This is an optimization exercise on Yosys and OpenROAD, whose aim is small area, a short achievable clock period and few clock cycles per item, not a production implementation. Power figures rest on the tool's default switching activity, not on a simulated workload.

==> flow/design.v <==
`default_nettype none
package memWrDma_pkg;
	typedef logic [64-1:0] hostAddr_t;
	typedef logic [32-1:0]  lclAddr_t;
	typedef logic [64-1:0]  line_t;
	typedef logic [31:0]             cfgData_t;
	typedef logic [31:0]             byteCnt_t;
	typedef logic [12-1:0]   pload_t;
	typedef logic [10-1:0]   dwLen_t;
	typedef logic [7:0]              tag_t;
	typedef logic [15:0]             reqId_t;
	typedef struct packed {
		hostAddr_t hostBase;
		lclAddr_t  lclBase;
		byteCnt_t  byteCnt;
	} xferCfg_t;
	typedef struct packed {
		hostAddr_t hostAddr;
		lclAddr_t  lclAddr;
		pload_t    pload;    
		dwLen_t    dwLen;
		tag_t      tag;
	} pktDesc_t;
	typedef enum logic [1:0] {SEG_IDLE, SEG_ISSUE, SEG_WAIT} segState_t;
	typedef enum logic [1:0] {FRM_IDLE, FRM_HDR0, FRM_HDR1, FRM_DATA} frmState_t;
endpackage
`default_nettype wire
`default_nettype none
module memWrDma
#(
	parameter int DEPTH = 5
)
(
	input  wire                           i_CfgClk,
	input  wire                           i_ARst,
	input  wire                           i_CfgCyc,
	input  wire                           i_CfgStb,
	input  wire                           i_CfgWnR,
	input  wire [3:0]                     i_CfgAddr,
	input  wire memWrDma_pkg::cfgData_t   i_CfgWrData,
	output logic                          o_CfgAck,
	output memWrDma_pkg::cfgData_t        o_CfgRdData,
	input  wire memWrDma_pkg::pload_t     i_MaxPload,
	input  wire memWrDma_pkg::reqId_t     i_RequesterId,
	output logic                          o_MemRd,
	output memWrDma_pkg::lclAddr_t        o_MemRdAddr,
	input  wire                           i_MemReady,
	input  wire                           i_MemDv,
	input  wire memWrDma_pkg::line_t      i_MemRdData,
	output logic                          o_AstTxDv,
	output logic                          o_AstTxSop,
	output logic                          o_AstTxEop,
	output memWrDma_pkg::line_t           o_AstTxData,
	input  wire                           i_AstTxReady
);
	localparam int PW = $clog2(DEPTH);
	typedef enum logic [2:0] {S_IDLE, S_HDR0, S_HDR1, S_DATA, S_TAIL} frmState_t;
	logic [31:0] ctrlReg;
	logic [63:0] hostBase;
	logic [31:0] lclBase;
	logic        busy;
	logic        busyNext;
	logic        cfgWr;
	logic        xferWr;
	logic        start;
	assign cfgWr  = i_CfgCyc & i_CfgStb & i_CfgWnR & ~o_CfgAck;
	assign xferWr = cfgWr & ~busy;
	assign start  = xferWr && (i_CfgAddr == 4'h7) && ctrlReg[0] && (i_CfgWrData[31:3] != '0);
	always_ff @(posedge i_CfgClk or posedge i_ARst)
	begin
		if (i_ARst)
		begin
			o_CfgAck <= 1'b0;
			ctrlReg  <= '0;
			hostBase <= '0;
			lclBase  <= '0;
		end
		else
		begin
			o_CfgAck <= i_CfgCyc & i_CfgStb & ~o_CfgAck;
			if (cfgWr && (i_CfgAddr == 4'h0))
				ctrlReg <= i_CfgWrData;
			if (xferWr && (i_CfgAddr == 4'h4))
				hostBase[31:0] <= i_CfgWrData;
			if (xferWr && (i_CfgAddr == 4'h5))
				hostBase[63:32] <= i_CfgWrData;
			if (xferWr && (i_CfgAddr == 4'h6))
				lclBase <= i_CfgWrData;
		end
	end
	frmState_t   state;
	logic [28:0] remLines;     
	logic [3:0]  lineOff;      
	logic [24:0] hostMid;      
	logic        crossed;      
	logic        is4Dw;        
	logic [7:0]  tagCnt;
	logic [31:0] hostHi;
	logic        remOne;
	logic        lastInPkt;
	logic [4:0]  pktLines;
	logic [4:0]  bndLines;
	assign hostHi    = hostBase[63:32] + {31'd0, crossed};
	assign remOne    = (remLines == 29'd1);
	assign lastInPkt = (lineOff == 4'hF) || remOne;
	assign bndLines  = 5'd16 - {1'b0, lineOff};
	assign pktLines  = ((remLines[28:5] == '0) && (remLines[4:0] < bndLines)) ? remLines[4:0] : bndLines;
	memWrDma_pkg::line_t fifoMem [DEPTH];
	logic [PW-1:0] wrIdx;
	logic [PW-1:0] rdIdx;
	logic          wrPh;
	logic          rdPh;
	logic          fifoEmpty;
	logic          headOk;
	memWrDma_pkg::line_t head;
	assign fifoEmpty = (wrIdx == rdIdx) && (wrPh == rdPh);
	assign headOk    = ~fifoEmpty | i_MemDv;
	assign head      = fifoEmpty ? i_MemRdData : fifoMem[rdIdx];
	always_ff @(posedge i_CfgClk)
	begin
		if (i_MemDv)
			fifoMem[wrIdx] <= i_MemRdData;
	end
	logic        load;
	logic        beatOk;
	logic        pop;
	logic        nbSop;
	logic        nbEop;
	logic [63:0] nbData;
	frmState_t   nbState;
	logic [31:0] heldDw;
	assign load = ~o_AstTxDv | i_AstTxReady;
	always_comb
	begin
		beatOk  = 1'b0;
		pop     = 1'b0;
		nbSop   = 1'b0;
		nbEop   = 1'b0;
		nbData  = head;
		nbState = state;
		case (state)
			S_HDR0:
			begin
				beatOk  = 1'b1;
				nbSop   = 1'b1;
				nbData  = {i_RequesterId, tagCnt, 8'hFF,
					3'b010 | {2'b00, is4Dw}, 5'd0, 8'd0, 6'd0, 4'd0, pktLines, 1'b0};
				nbState = S_HDR1;
			end
			S_HDR1:
				if (is4Dw)
				begin
					beatOk  = 1'b1;
					nbData  = {hostMid, lineOff, hostBase[2:0], hostHi};
					nbState = S_DATA;
				end
				else
				begin
					beatOk  = headOk;
					pop     = 1'b1;
					nbData  = {head[31:0], hostMid, lineOff, hostBase[2:0]};
					nbState = lastInPkt ? S_TAIL : S_DATA;
				end
			S_DATA:
				if (is4Dw)
				begin
					beatOk  = headOk;
					pop     = 1'b1;
					nbEop   = lastInPkt;
					nbData  = head;
					nbState = lastInPkt ? (remOne ? S_IDLE : S_HDR0) : S_DATA;
				end
				else
				begin
					beatOk  = headOk;
					pop     = 1'b1;
					nbData  = {head[31:0], heldDw};
					nbState = lastInPkt ? S_TAIL : S_DATA;
				end
			S_TAIL:
			begin
				beatOk  = 1'b1;
				nbEop   = 1'b1;
				nbData  = {32'd0, heldDw};
				nbState = (remLines == '0) ? S_IDLE : S_HDR0;
			end
			default: ;
		endcase
	end
	logic doLoad;
	logic doPop;
	assign doLoad = load & beatOk;
	assign doPop  = doLoad & pop;
	assign busyNext = start | (busy & ~((state == S_IDLE) & load));
	always_ff @(posedge i_CfgClk or posedge i_ARst)
	begin
		if (i_ARst)
		begin
			state     <= S_IDLE;
			busy      <= 1'b0;
			o_AstTxDv <= 1'b0;
			tagCnt    <= '0;
			rdIdx     <= '0;
			wrIdx     <= '0;
			rdPh      <= 1'b0;
			wrPh      <= 1'b0;
		end
		else
		begin
			busy <= busyNext;
			if (i_MemDv)
			begin
				wrIdx <= (wrIdx == PW'(DEPTH - 1)) ? '0 : wrIdx + 1'b1;
				if (wrIdx == PW'(DEPTH - 1))
					wrPh <= ~wrPh;
			end
			if (start)
				state <= S_HDR0;
			else if (doLoad)
				state <= nbState;
			if (load)
				o_AstTxDv <= beatOk;
			if (doLoad && (state == S_HDR0))
				tagCnt <= tagCnt + 1'b1;
			if (doPop)
			begin
				rdIdx <= (rdIdx == PW'(DEPTH - 1)) ? '0 : rdIdx + 1'b1;
				if (rdIdx == PW'(DEPTH - 1))
					rdPh <= ~rdPh;
			end
		end
	end
	always_ff @(posedge i_CfgClk)
	begin
		if (doLoad)
		begin
			o_AstTxData <= nbData;
			o_AstTxSop  <= nbSop;
			o_AstTxEop  <= nbEop;
		end
		if (doPop)
			heldDw <= head[63:32];
		if (!busy)
		begin
			remLines <= i_CfgWrData[31:3];
			lineOff  <= hostBase[6:3];
			hostMid  <= hostBase[31:7];
			crossed  <= 1'b0;
			is4Dw    <= |hostBase[63:32];
		end
		else if (doPop)
		begin
			remLines <= remLines - 1'b1;
			lineOff  <= lineOff + 1'b1;
			if (lineOff == 4'hF)
			begin
				hostMid <= hostMid + 1'b1;
				if (&hostMid)
				begin
					crossed <= 1'b1;
					is4Dw   <= ~&hostBase[63:32];
				end
			end
		end
	end
	logic [PW:0]  pend;      
	logic [28:0]  rdAddr;
	logic         memAcc;
	logic         moreAfter;
	logic         roomAfter;
	assign memAcc = o_MemRd & i_MemReady;
	assign moreAfter = memAcc ? ({1'b0, remLines} > 30'(pend) + 30'd1)
	                          : ({1'b0, remLines} > 30'(pend));
	assign roomAfter = (memAcc && !doPop) ? (pend < (PW+1)'(DEPTH - 1))
	                 : (!memAcc && doPop) ? 1'b1
	                 : (pend < (PW+1)'(DEPTH));
	assign o_MemRdAddr = {rdAddr, lclBase[2:0]};
	always_ff @(posedge i_CfgClk or posedge i_ARst)
	begin
		if (i_ARst)
		begin
			o_MemRd <= 1'b0;
			pend    <= '0;
		end
		else
		begin
			if (start)
				o_MemRd <= 1'b1;
			else
				o_MemRd <= busy & moreAfter & roomAfter;
			case ({memAcc, doPop})
				2'b10:   pend <= pend + 1'b1;
				2'b01:   pend <= pend - 1'b1;
				default: ;
			endcase
		end
	end
	always_ff @(posedge i_CfgClk)
	begin
		if (!busy)
			rdAddr <= lclBase[31:3];
		else if (memAcc)
			rdAddr <= rdAddr + 1'b1;
	end
	always_ff @(posedge i_CfgClk)
	begin
		case (i_CfgAddr)
			4'h0:     o_CfgRdData <= ctrlReg;
			4'h1:     o_CfgRdData <= {30'd0, ~busyNext, busyNext};
			4'h4: o_CfgRdData <= hostBase[31:0];
			4'h5: o_CfgRdData <= hostBase[63:32];
			4'h6:    o_CfgRdData <= lclBase;
			4'h7:      o_CfgRdData <= busyNext ? {remLines, 3'd0} : '0;
			default:           o_CfgRdData <= '0;
		endcase
	end
endmodule
`default_nettype wire
clock: 8.0 ns
lec_check: 0
abc_clock_period_in_ps: 3000
cap_margin: 20
core_margin: 2
core_utilization: 40
cts_buf_list: sky130_fd_sc_hd__clkbuf_4 sky130_fd_sc_hd__clkbuf_8
cts_cluster_diameter: 50
cts_cluster_size: 16
setup_slack_margin: 5
slew_margin: 20
standard.sh (not shown) runs the stock make flow with config.mk's settings and CLKGATE_MAP_FILE= SYNTH_SCRIPT=/design/flow/synth_recipe.tcl, a recipe that flattens the netlist after the stock synthesis.
==> flow/flow/run.sh <==
#!/bin/bash
# Standard layout, with the smallest buffer on every input and output port
set -euo pipefail
export BUFFER_PORTS_ARGS="-buffer_cell sky130_fd_sc_hd__buf_1"
bash standard.sh > flow_make.log 2>&1
==> next run, changes <==
--- a/flow/flow/run.sh
+++ b/flow/flow/run.sh
@@ -2,0 +3 @@
+# and timing repair aimed below the clock period
@@ -4,0 +6 @@
+export SETUP_SLACK_MARGIN=5.4
--- a/flow/config.mk
+++ b/flow/config.mk
@@ -8 +8 @@
-export ABC_CLOCK_PERIOD_IN_PS = 3000
+export ABC_CLOCK_PERIOD_IN_PS = 2500
@@ -15 +14,0 @@
-export SETUP_SLACK_MARGIN = 5
- The new run completed with no timing, DRC or antenna violations
- worst hold slack improved by 0.029 ns
- critical path depth stays the same
- utilization went up by 3.6 points
Function was not checked in any run of this note: the RTL went through the layout flow alone.

---

## amber
Another version of the RTL of memWrDma (not shown whole).
Size in the first run: ~2300 cells after synthesis, roughly 270 I/O pins, about 31000 µm² of cells after synthesis.
clock: 8.0 ns
lec_check: 0
cap_margin: 20
core_margin: 2
core_utilization: 40
slew_margin: 20
run.sh (not shown) runs the stock make flow with config.mk's settings and CLKGATE_MAP_FILE= SYNTH_SCRIPT=/design/flow/synth_recipe.tcl, a recipe that flattens the netlist after the stock synthesis.
Stock flow here: none of the scripts above is used.
amber has completed all stages; timing, DRC and antenna checks passed.
--- input diff amber..onyx ---
- putting SETUP_SLACK_MARGIN at 5 where nothing was set
- putting CTS_BUF_LIST at sky130_fd_sc_hd__clkbuf_8 sky130_fd_sc_hd__clkbuf_16 where nothing was set
- putting CTS_CLUSTER_DIAMETER at 40 where nothing was set
- putting ABC_CLOCK_PERIOD_IN_PS at 3000 where nothing was set
- putting CTS_CLUSTER_SIZE at 20 where nothing was set
==> flow/flow/run.sh (new file) <==
#!/bin/bash
# Standard layout, with the smallest buffer on every input and output port
set -euo pipefail
export BUFFER_PORTS_ARGS="-buffer_cell sky130_fd_sc_hd__buf_1"
bash standard.sh > flow_make.log 2>&1
==> flow/standard.sh (new file) <==
#!/bin/bash
# synth_recipe.tcl (not shown) runs the flow's synth.tcl, then flattens the netlist and writes it again
# the make line also repeats each setting of config.mk as NAME=value (left out here)
make -C /OpenROAD-flow-scripts/flow DESIGN_CONFIG=/design/flow/config.mk WORK_HOME=/design/flow/orfs CLKGATE_MAP_FILE= SYNTH_SCRIPT=/design/flow/synth_recipe.tcl "${@:-finish}"
removed: flow/run.sh
Findings:
For onyx, the kind of critical path was in -> reg, unlike amber, where it was reg -> reg.
onyx against amber: area occupied by registers ~0 delta; power rose 5.4%; post-route clock period utilization decreased by 21 points relative to the old numbers.
diff inputs: onyx => zinc
- CORE_UTILIZATION changed from 40 to 60
- ABC_AREA newly set to 1
- CTS_BUF_LIST removed (was sky130_fd_sc_hd__clkbuf_8 sky130_fd_sc_hd__clkbuf_16)
- ABC_CLOCK_PERIOD_IN_PS removed (was 3000)
- CTS_CLUSTER_DIAMETER removed (was 40)
- CTS_CLUSTER_SIZE removed (was 20)
==> flow/run.sh (new file) <==
#!/bin/bash
# synth_recipe.tcl (not shown) runs the flow's synth.tcl, then flattens the netlist and writes it again
# the make line also repeats each setting of config.mk as NAME=value (left out here)
make -C /OpenROAD-flow-scripts/flow DESIGN_CONFIG=/design/flow/config.mk WORK_HOME=/design/flow/orfs CLKGATE_MAP_FILE= SYNTH_SCRIPT=/design/flow/synth_recipe.tcl finish
removed: flow/flow/run.sh
removed: flow/standard.sh
[summary]
zinc ended with more area added between synthesis and finish than onyx. Diff onyx -> zinc: wire length on met2 +about 20%; compound-gate portion of the synthesized area now larger; detailed-route wire length shows an increase of 25%; combinational power share rose by 7.7 points. [zinc vs onyx] reg2reg setup slack: lower in zinc. For onyx, the critical setup path kind was in -> reg, unlike zinc, where it was reg -> reg.
## Diff of input files: tundra against zinc
- ABC_AREA: 1 -> unset
- CTS_BUF_LIST: unset -> sky130_fd_sc_hd__clkbuf_4 sky130_fd_sc_hd__clkbuf_8
- CTS_CLUSTER_SIZE: unset -> 16
- ABC_CLOCK_PERIOD_IN_PS: unset -> 3000
- CTS_CLUSTER_DIAMETER: unset -> 50
- CORE_UTILIZATION: 60 -> 40
==> flow/flow/run.sh (new file) <==
#!/bin/bash
# Standard layout, with the smallest buffer on every input and output port
set -euo pipefail
export BUFFER_PORTS_ARGS="-buffer_cell sky130_fd_sc_hd__buf_1"
bash standard.sh > flow_make.log 2>&1
==> flow/standard.sh (new file) <==
#!/bin/bash
# synth_recipe.tcl (not shown) runs the flow's synth.tcl, then flattens the netlist and writes it again
# the make line also repeats each setting of config.mk as NAME=value (left out here)
make -C /OpenROAD-flow-scripts/flow DESIGN_CONFIG=/design/flow/config.mk WORK_HOME=/design/flow/orfs CLKGATE_MAP_FILE= SYNTH_SCRIPT=/design/flow/synth_recipe.tcl "${@:-finish}"
removed: flow/run.sh
### Flow results
Relative to zinc, the final routed wirelength across all metal layers measured on tundra has decreased by more than 10%. Going from zinc to tundra, total power lower; diode insertion count for antenna repair higher; peak clock frequency supported by timing higher; clock-pin slew on the worst setup and hold paths higher; number of inserted filler cells in the final layout higher.
No run of this note included a check of the RTL's function; only the layout flow was run.

---

Another version of the RTL of memWrDma (not shown whole).
Size: roughly 760 flip-flops, about 270 I/O pins.
export LEC_CHECK = 0
export ABC_CLOCK_PERIOD_IN_PS = 3000
export CAP_MARGIN = 20
export CORE_MARGIN = 2
export CORE_UTILIZATION = 65
export CTS_BUF_LIST = sky130_fd_sc_hd__clkbuf_16
export CTS_CLUSTER_DIAMETER = 90
export CTS_CLUSTER_SIZE = 28
export PLACE_DENSITY = 0.75
export SLEW_MARGIN = 20
create_clock -name core_clock -period 8.0 [get_ports {i_CfgClk}]
standard.sh (not shown) runs the stock make flow with config.mk's settings and CLKGATE_MAP_FILE= SYNTH_SCRIPT=/design/flow/synth_recipe.tcl, a recipe that flattens the netlist after the stock synthesis.
==> flow/flow/run.sh <==
#!/bin/bash
# Standard layout, with the smallest buffer on every input and output port
# and timing repair aimed below the clock period
set -euo pipefail
export BUFFER_PORTS_ARGS="-buffer_cell sky130_fd_sc_hd__buf_1"
export SETUP_SLACK_MARGIN=5.15
bash standard.sh > flow_make.log 2>&1
The baseline went through all stages and came out clean.
Next try:
==> flow/flow/run.sh (replaced) <==
#!/bin/bash
# Standard layout, with the smallest buffer on every input and output port
set -euo pipefail
export BUFFER_PORTS_ARGS="-buffer_cell sky130_fd_sc_hd__buf_1"
bash standard.sh > flow_make.log 2>&1
- SETUP_SLACK_MARGIN: unset -> 5
- power goes down by 2.4%
- routed wire length came out lower by 1.0%
- hold slack is about the same
- synthesized area stays the same
- via count goes down by 1.4%
- sequential power increases by about 1%
- clock power decreases by about 3%
- final area falls by 1.8%
- fmax fell by 3.9%
- worst setup slack is worse by 120 ps
- final cell count falls by 1.3%
No run of this note included a check of the RTL's function; only the layout flow was run.

-- what the ideal ports hide --
Ports are ideal in the flow. The routed layouts listed here were re-timed in OpenROAD.
Step 1 (the two cells are an assumption about what drives the block):
set clk [get_ports {i_CfgClk}]
set_driving_cell -lib_cell sky130_fd_sc_hd__clkbuf_16 $clk
set_driving_cell -lib_cell sky130_fd_sc_hd__buf_2 [delete_from_list [all_inputs] $clk]
Step 2, shift: input delay + t, output delay - t, t = (earliest + latest rising clock arrival at the registers) / 2. This alone moves slack from input paths to output paths.
Slacks: no drivers / after step 1 / after step 2; pairs: no drivers / after step 1.
run | shift t [ns] | setup slack, ns | clock arrival spread, ns | slew at the worst register clock pin (ns) | worst data-port slew with drivers (ns)
the first run of note 1 | 0.753 | 4.840 / 4.849 / 4.096 | 0.050 / 0.050 | 0.10 / 0.10 | 0.12
the second run of note 1 | 0.780 | 4.979 / 4.923 / 4.176 | 0.053 / 0.053 | 0.10 / 0.10 | 0.13
amber | 0.696 | 3.332 / 3.332 / 2.943 | 0.033 / 0.033 | 0.07 / 0.07 | 0.11
onyx | 0.708 | 5.012 / 5.012 / 4.305 | 0.039 / 0.039 | 0.06 / 0.06 | 0.10
zinc | 0.671 | 4.954 / 4.936 / 4.266 | 0.020 / 0.021 | 0.06 / 0.06 | 0.16
tundra | 0.743 | 5.021 / 4.966 / 4.289 | 0.055 / 0.056 | 0.10 / 0.10 | 0.11
the first run of note 3 | 0.651 | 5.075 / 5.020 / 4.453 | 0.027 / 0.028 | 0.11 / 0.11 | 0.11
the second run of note 3 | 0.651 | 4.957 / 4.973 / 4.322 | 0.028 / 0.028 | 0.11 / 0.11 | 0.10
After both steps every run listed still meets setup and hold. For the second run of note 1, which loses most, drivers alone change the setup slack by -0.056 ns; drivers and shift together by -0.803 ns.
